From an optimization exercise on the open Yosys and OpenROAD flow, aimed at a short achievable clock period and few clock cycles; shortcuts taken in it are not production practice.
Only simulation tests tie the RTL to the original design; equivalence was not proved.

==> run C <==
==> flow/design.v <==
`timescale 1ns/1ns
module ram_array #(
    parameter int DEPTH = 128,
    localparam int AW = (DEPTH > 1) ? $clog2(DEPTH) : 1
) (
    input  logic          clk,
    input  logic          we,
    input  logic [AW-1:0] waddr,
    input  logic [8:0]    wdata,
    input  logic [AW-1:0] ra0, ra1, ra2, ra3, ra4, ra5,
    output logic [33:0]   rd0, rd1, rd2, rd3, rd4, rd5,
    output logic [33:0]   l0, l1, l2   
);
    localparam logic [8:0] DONE_W = 9'b010000000;
    logic [33:0] mem [DEPTH];
    logic [AW-1:0] tgt;
    logic isdone, isbr, isst, iswr;
    assign tgt    = waddr + wdata[6:0];
    assign isdone = wdata == DONE_W;
    assign isbr   = wdata[8:7] == 2'b01 && !isdone;
    assign isst   = wdata[8:7] == 2'b11 && wdata[6];
    assign iswr   = !isdone && !isbr && !isst;
    logic [33:0] went;
    assign went = {iswr, isst, isdone, isbr, tgt + AW'(2), tgt + AW'(1), tgt, wdata};
    always_ff @(posedge clk) begin
        if (we) begin
            mem[waddr] <= went;
        end
    end
    assign rd0 = mem[ra0];
    assign rd1 = mem[ra1];
    assign rd2 = mem[ra2];
    assign rd3 = mem[ra3];
    assign rd4 = mem[ra4];
    assign rd5 = mem[ra5];
    assign l0 = (we && waddr == AW'(0)) ? went : mem[0];
    assign l1 = (we && waddr == AW'(1)) ? went : mem[1];
    assign l2 = (we && waddr == AW'(2)) ? went : mem[2];
endmodule
`timescale 1ns/1ns
module fetch_unit (
    input  logic       clk,
    input  logic       load,
    input  logic       bubble,    
    input  logic       d_cond, d_wv, d_sv, d_sfirst,
    input  logic [8:0] d_ww, d_sw,
    input  logic [6:0] d_t, d_t1, d_t2, d_n, d_n1, d_n2,
    output logic       q_cond, q_wv, q_sv, q_sfirst,
    output logic [8:0] q_ww, q_sw,
    output logic [6:0] q_t, q_t1, q_t2, q_n, q_n1, q_n2
);
    always_ff @(posedge clk) begin
        if (bubble) begin
            q_cond <= 1'b0;
            q_wv   <= 1'b0;
            q_sv   <= 1'b0;
            q_n    <= 7'd0;
            q_n1   <= 7'd1;
            q_n2   <= 7'd2;
        end else if (load) begin
            q_cond   <= d_cond;
            q_wv     <= d_wv;
            q_sv     <= d_sv;
            q_sfirst <= d_sfirst;
            q_ww     <= d_ww;
            q_sw     <= d_sw;
            q_t      <= d_t;
            q_t1     <= d_t1;
            q_t2     <= d_t2;
            q_n      <= d_n;
            q_n1     <= d_n1;
            q_n2     <= d_n2;
        end
    end
endmodule
`timescale 1ns/1ns
module control_decoder (
    input  logic [6:0]  y1,       
    input  logic [6:0]  y2,       
    input  logic [33:0] e0,       
    input  logic [33:0] e1,       
    input  logic [33:0] e2,       
    output logic        isdone,
    output logic        isbr,     
    output logic        cond,     
    output logic        wv,       
    output logic [8:0]  ww,
    output logic        sv,       
    output logic [8:0]  sw,
    output logic        sfirst,   
    output logic [6:0]  t, t1, t2,
    output logic [6:0]  n, n1, n2
);
    localparam int BR = 30, DN = 31, ST = 32, WR = 33;
    logic pair, fold;
    logic [33:0] eb;  
    assign isdone = e0[DN];
    assign isbr   = e0[BR];
    assign pair   = (e0[WR] && e1[ST]) || (e0[ST] && e1[WR]);
    assign fold   = !e0[BR] && (pair ? e2[BR] : e1[BR]);
    assign eb     = e0[BR] ? e0 : pair ? e2 : e1;
    assign cond   = e0[BR] || fold;
    assign wv     = e0[WR] || (pair && e1[WR]);
    assign ww     = e0[WR] ? e0[8:0] : e1[8:0];
    assign sv     = e0[ST] || (pair && e1[ST]);
    assign sw     = e0[ST] ? e0[8:0] : e1[8:0];
    assign sfirst = e0[ST];
    assign t      = eb[15:9];
    assign t1     = eb[22:16];
    assign t2     = eb[29:23];
    always_comb begin
        if (e0[BR]) begin
            n = y1; n1 = y2; n2 = y2 + 7'd1;
        end else if (pair && fold) begin
            n = y2 + 7'd1; n1 = y2 + 7'd2; n2 = y2 + 7'd3;
        end else if (pair || fold) begin
            n = y2; n1 = y2 + 7'd1; n2 = y2 + 7'd2;
        end else begin
            n = y1; n1 = y2; n2 = y2 + 7'd1;
        end
    end
endmodule
`timescale 1ns/1ns
module execute_unit (
    input  logic [2:0] op,
    input  logic [7:0] a,
    input  logic [7:0] b,
    output logic [7:0] y
);
    always_comb begin
        case (op)
            3'd0: y = a & b;
            3'd1: y = a + b;
            3'd2: y = a - b;
            3'd3: y = a | b;
            3'd4: y = a ^ b;
            3'd5: y = a << b[2:0];
            3'd6: y = a >> b[2:0];
            default: y = b;
        endcase
    end
endmodule
`timescale 1ns/1ns
module data_memory (
    input  logic       clk,
    input  logic       we,
    input  logic [7:0] waddr,
    input  logic [7:0] wdata,
    input  logic [7:0] core_addr,
    output logic [7:0] core_rdata,
    input  logic [7:0] host_addr,
    output logic [7:0] host_rdata
);
    logic [7:0] mem [256];
    always_ff @(posedge clk) begin
        if (we) begin
            mem[waddr] <= wdata;
        end
    end
    assign core_rdata = mem[core_addr];
    assign host_rdata = mem[host_addr];
endmodule
`timescale 1ns/1ns
module tiny_core #(
    parameter int PROG_DEPTH = 128,
    parameter int DATA_DEPTH = 256,
    localparam int PW = (PROG_DEPTH > 1) ? $clog2(PROG_DEPTH) : 1
) (
    input  logic          clk,
    input  logic          rst,
    input  logic          prog_we,     
    input  logic [PW-1:0] prog_addr,
    input  logic [8:0]    prog_data,
    input  logic          start,
    output logic          busy,
    output logic          done_pulse,
    input  logic          host_we,     
    input  logic [7:0]    host_addr,
    input  logic [7:0]    host_wdata,
    output logic [7:0]    host_data,
    output logic          wb_valid,    
    output logic [1:0]    wb_reg,
    output logic [7:0]    wb_data,
    output logic          st_valid,    
    output logic [7:0]    st_addr,
    output logic [7:0]    st_data
);
    logic launch;
    assign launch = start && !busy;
    logic       g_cond, g_wv, g_sv, g_sfirst;
    logic [8:0] g_ww, g_sw;
    logic [6:0] g_t, g_t1, g_t2, g_n, g_n1, g_n2;
    logic [33:0] pn0, pn1, pn2, pt0, pt1, pt2, pl0, pl1, pl2;
    ram_array #(.DEPTH(PROG_DEPTH)) i_prog_mem (
        .clk(clk), .we(prog_we && !busy), .waddr(prog_addr), .wdata(prog_data),
        .ra0(g_n), .ra1(g_n1), .ra2(g_n2), .ra3(g_t), .ra4(g_t1), .ra5(g_t2),
        .rd0(pn0), .rd1(pn1), .rd2(pn2), .rd3(pt0), .rd4(pt1), .rd5(pt2),
        .l0(pl0), .l1(pl1), .l2(pl2)
    );
    logic       cn_done, cn_isbr, cn_cond, cn_wv, cn_sv, cn_sfirst;
    logic       ct_done, ct_isbr, ct_cond, ct_wv, ct_sv, ct_sfirst;
    logic [8:0] cn_ww, cn_sw, ct_ww, ct_sw;
    logic [6:0] cn_t, cn_t1, cn_t2, cn_n, cn_n1, cn_n2;
    logic [6:0] ct_t, ct_t1, ct_t2, ct_n, ct_n1, ct_n2;
    control_decoder i_cand_n (
        .y1(g_n1), .y2(g_n2), .e0(pn0), .e1(pn1), .e2(pn2),
        .isdone(cn_done), .isbr(cn_isbr), .cond(cn_cond),
        .wv(cn_wv), .ww(cn_ww), .sv(cn_sv), .sw(cn_sw), .sfirst(cn_sfirst),
        .t(cn_t), .t1(cn_t1), .t2(cn_t2), .n(cn_n), .n1(cn_n1), .n2(cn_n2)
    );
    control_decoder i_cand_t (
        .y1(g_t1), .y2(g_t2), .e0(pt0), .e1(pt1), .e2(pt2),
        .isdone(ct_done), .isbr(ct_isbr), .cond(ct_cond),
        .wv(ct_wv), .ww(ct_ww), .sv(ct_sv), .sw(ct_sw), .sfirst(ct_sfirst),
        .t(ct_t), .t1(ct_t1), .t2(ct_t2), .n(ct_n), .n1(ct_n1), .n2(ct_n2)
    );
    logic       cl_done, cl_isbr, cl_cond, cl_wv, cl_sv, cl_sfirst;
    logic [8:0] cl_ww, cl_sw;
    logic [6:0] cl_t, cl_t1, cl_t2, cl_n, cl_n1, cl_n2;
    control_decoder i_cand_l (
        .y1(7'd1), .y2(7'd2), .e0(pl0), .e1(pl1), .e2(pl2),
        .isdone(cl_done), .isbr(cl_isbr), .cond(cl_cond),
        .wv(cl_wv), .ww(cl_ww), .sv(cl_sv), .sw(cl_sw), .sfirst(cl_sfirst),
        .t(cl_t), .t1(cl_t1), .t2(cl_t2), .n(cl_n), .n1(cl_n1), .n2(cl_n2)
    );
    logic [7:0] regs [4];
    logic [1:0] wtyp;
    logic       wr_en, st_en, is_ld, is_imm;
    logic [1:0] dest;
    logic [7:0] op_a, op_b, alu_res, result, ld_mem, ld_data, r0_new;
    assign wtyp   = g_ww[8:7];
    assign wr_en  = busy && g_wv;
    assign is_ld  = wtyp == 2'b11;
    assign is_imm = wtyp == 2'b10;
    assign dest   = (wtyp == 2'b00) ? g_ww[3:2] : (wtyp == 2'b10) ? 2'd1 : g_ww[5:4];
    assign op_a   = regs[g_ww[3:2]];
    assign op_b   = regs[g_ww[1:0]];
    execute_unit i_alu (.op(g_ww[6:4]), .a(op_a), .b(op_b), .y(alu_res));
    logic [7:0] s_addr, s_val;
    logic       fwd_a, fwd_v, s_hit;
    assign fwd_a  = g_wv && !g_sfirst && dest == g_sw[3:2];
    assign fwd_v  = g_wv && !g_sfirst && dest == g_sw[5:4];
    assign s_addr = fwd_a ? result : regs[g_sw[3:2]];
    assign s_val  = fwd_v ? result : regs[g_sw[5:4]];
    assign st_en  = busy && g_sv;
    assign s_hit   = g_sv && g_sfirst && regs[g_sw[3:2]] == op_a;
    assign ld_data = s_hit ? regs[g_sw[5:4]] : ld_mem;
    assign result = is_ld ? ld_data : is_imm ? regs[0] + {g_ww[6], g_ww[6:0]} : alu_res;
    data_memory i_data_mem (
        .clk(clk),
        .we(busy ? st_en : host_we),
        .waddr(busy ? s_addr : host_addr),
        .wdata(busy ? s_val : host_wdata),
        .core_addr(op_a), .core_rdata(ld_mem),
        .host_addr(host_addr), .host_rdata(host_data)
    );
    logic take;
    assign r0_new = (wr_en && dest == 2'd0) ? result : regs[0];
    assign take   = g_cond && (r0_new != 8'd0);
    logic       nx_done, nx_cond, nx_wv, nx_sv, nx_sfirst;
    logic [8:0] nx_ww, nx_sw;
    logic [6:0] nx_t, nx_t1, nx_t2, nx_n, nx_n1, nx_n2;
    always_comb begin
        if (!busy) begin
            nx_done = cl_done; nx_cond = cl_cond; nx_wv = cl_wv; nx_sv = cl_sv;
            nx_sfirst = cl_sfirst; nx_ww = cl_ww; nx_sw = cl_sw;
            nx_t = cl_t; nx_t1 = cl_t1; nx_t2 = cl_t2;
            nx_n = cl_n; nx_n1 = cl_n1; nx_n2 = cl_n2;
        end else if (take) begin
            nx_done = ct_done; nx_cond = ct_cond; nx_wv = ct_wv; nx_sv = ct_sv;
            nx_sfirst = ct_sfirst; nx_ww = ct_ww; nx_sw = ct_sw;
            nx_t = ct_t; nx_t1 = ct_t1; nx_t2 = ct_t2;
            nx_n = ct_n; nx_n1 = ct_n1; nx_n2 = ct_n2;
        end else begin
            nx_done = cn_done; nx_cond = cn_cond; nx_wv = cn_wv; nx_sv = cn_sv;
            nx_sfirst = cn_sfirst; nx_ww = cn_ww; nx_sw = cn_sw;
            nx_t = cn_t; nx_t1 = cn_t1; nx_t2 = cn_t2;
            nx_n = cn_n; nx_n1 = cn_n1; nx_n2 = cn_n2;
        end
    end
    fetch_unit i_group (
        .clk(clk), .load(busy || launch), .bubble(rst || ((busy || launch) && nx_done)),
        .d_cond(nx_cond), .d_wv(nx_wv), .d_sv(nx_sv), .d_sfirst(nx_sfirst),
        .d_ww(nx_ww), .d_sw(nx_sw),
        .d_t(nx_t), .d_t1(nx_t1), .d_t2(nx_t2), .d_n(nx_n), .d_n1(nx_n1), .d_n2(nx_n2),
        .q_cond(g_cond), .q_wv(g_wv), .q_sv(g_sv), .q_sfirst(g_sfirst),
        .q_ww(g_ww), .q_sw(g_sw),
        .q_t(g_t), .q_t1(g_t1), .q_t2(g_t2), .q_n(g_n), .q_n1(g_n1), .q_n2(g_n2)
    );
    always_ff @(posedge clk) begin
        if (rst) begin
            busy       <= 1'b0;
            done_pulse <= 1'b0;
        end else begin
            done_pulse <= busy && nx_done;
            if (launch) begin
                busy <= 1'b1;
            end else if (busy && nx_done) begin
                busy <= 1'b0;
            end
        end
    end
    always_ff @(posedge clk) begin
        if (rst || launch) begin
            regs[0] <= '0;  
            regs[1] <= '0;
            regs[2] <= '0;
            regs[3] <= '0;
        end else if (wr_en) begin
            regs[dest] <= result;
        end
    end
    always_ff @(posedge clk) begin
        if (rst) begin
            wb_valid <= 1'b0;
            st_valid <= 1'b0;
        end else begin
            wb_valid <= wr_en;
            st_valid <= st_en;
        end
    end
    always_ff @(posedge clk) begin
        wb_reg  <= dest;
        wb_data <= result;
        st_addr <= s_addr;
        st_data <= s_val;
    end
endmodule
==> flow/run.sh <==
#!/bin/bash
# synth_recipe.tcl (not shown) runs the flow's synth.tcl, then flattens the netlist and writes it again
# the make line also repeats each setting of config.mk as NAME=value (left out here)
make -C /OpenROAD-flow-scripts/flow DESIGN_CONFIG=/design/flow/config.mk WORK_HOME=/design/flow/orfs CLKGATE_MAP_FILE= SYNTH_SCRIPT=/design/flow/synth_recipe.tcl finish
==> flow/config.mk <==
export PLATFORM = sky130hd
export DESIGN_NAME = tiny_core
export DESIGN_NICKNAME = tiny_core
export VERILOG_FILES = /design/flow/design.v
export SDC_FILE = /design/flow/constraint.sdc
export NUM_CORES = 4
export LEC_CHECK = 0
export ABC_CLOCK_PERIOD_IN_PS = 5500
export CAP_MARGIN = 20
export CELL_PAD_IN_SITES_DETAIL_PLACEMENT = 1
export CELL_PAD_IN_SITES_GLOBAL_PLACEMENT = 2
export CORE_MARGIN = 2
export CORE_UTILIZATION = 30
export PLACE_DENSITY = 0.45
export SETUP_SLACK_MARGIN = 4.5
export SLEW_MARGIN = 20
export SYNTH_MEMORY_MAX_BITS = 65536
export TNS_END_PERCENT = 100
==> flow/constraint.sdc <==
create_clock -name core_clock -period 10.5 [get_ports {clk}]
set_input_delay 2.1000 -clock core_clock [delete_from_list [all_inputs] [get_ports {clk}]]
set_output_delay 2.1000 -clock core_clock [all_outputs]
set_load 0.01 [all_outputs]
==> run Z: changes against run C <==
- SYNTH_MEMORY_MAX_BITS: 65536 -> unset
==> qor summary <==
metric	run Z	run C
Run status	aborted with a tool error	complete, no violations
Failing step	1_2_yosys	-
Synthesis warning total	6	6
Testbench counts of run C, summed over its fixed seeds: cycles 43,715.
Testbench counts of run Z, summed over its fixed seeds: cycles 43,715.

-- static timing again, ports no longer ideal --
The results above use ideal ports. As a check the final layout listed here was re-extracted and re-timed, cells and wires unchanged.
Step 1 (the two cells are an assumption about what drives the block):
set clk [get_ports {clk}]
set_driving_cell -lib_cell sky130_fd_sc_hd__clkbuf_16 $clk
set_driving_cell -lib_cell sky130_fd_sc_hd__buf_2 [delete_from_list [all_inputs] $clk]
Step 2, shift: input delay + t, output delay - t, t = (earliest + latest rising clock arrival at the registers) / 2. This alone moves slack from input paths to output paths.
Three values: ideal ports, drivers, drivers and shift; two values: the first two.
run: run C
t, ns: 1.403
slack for setup (ns): 2.804 / 2.393 / 2.393
worst register clock-pin slew, ns: 0.07 / 0.07
worst data-port slew with drivers (ns): 0.48
After both steps run C still meets setup and hold. For run C, drivers alone change the setup slack by -0.411 ns; drivers and shift together by -0.411 ns.
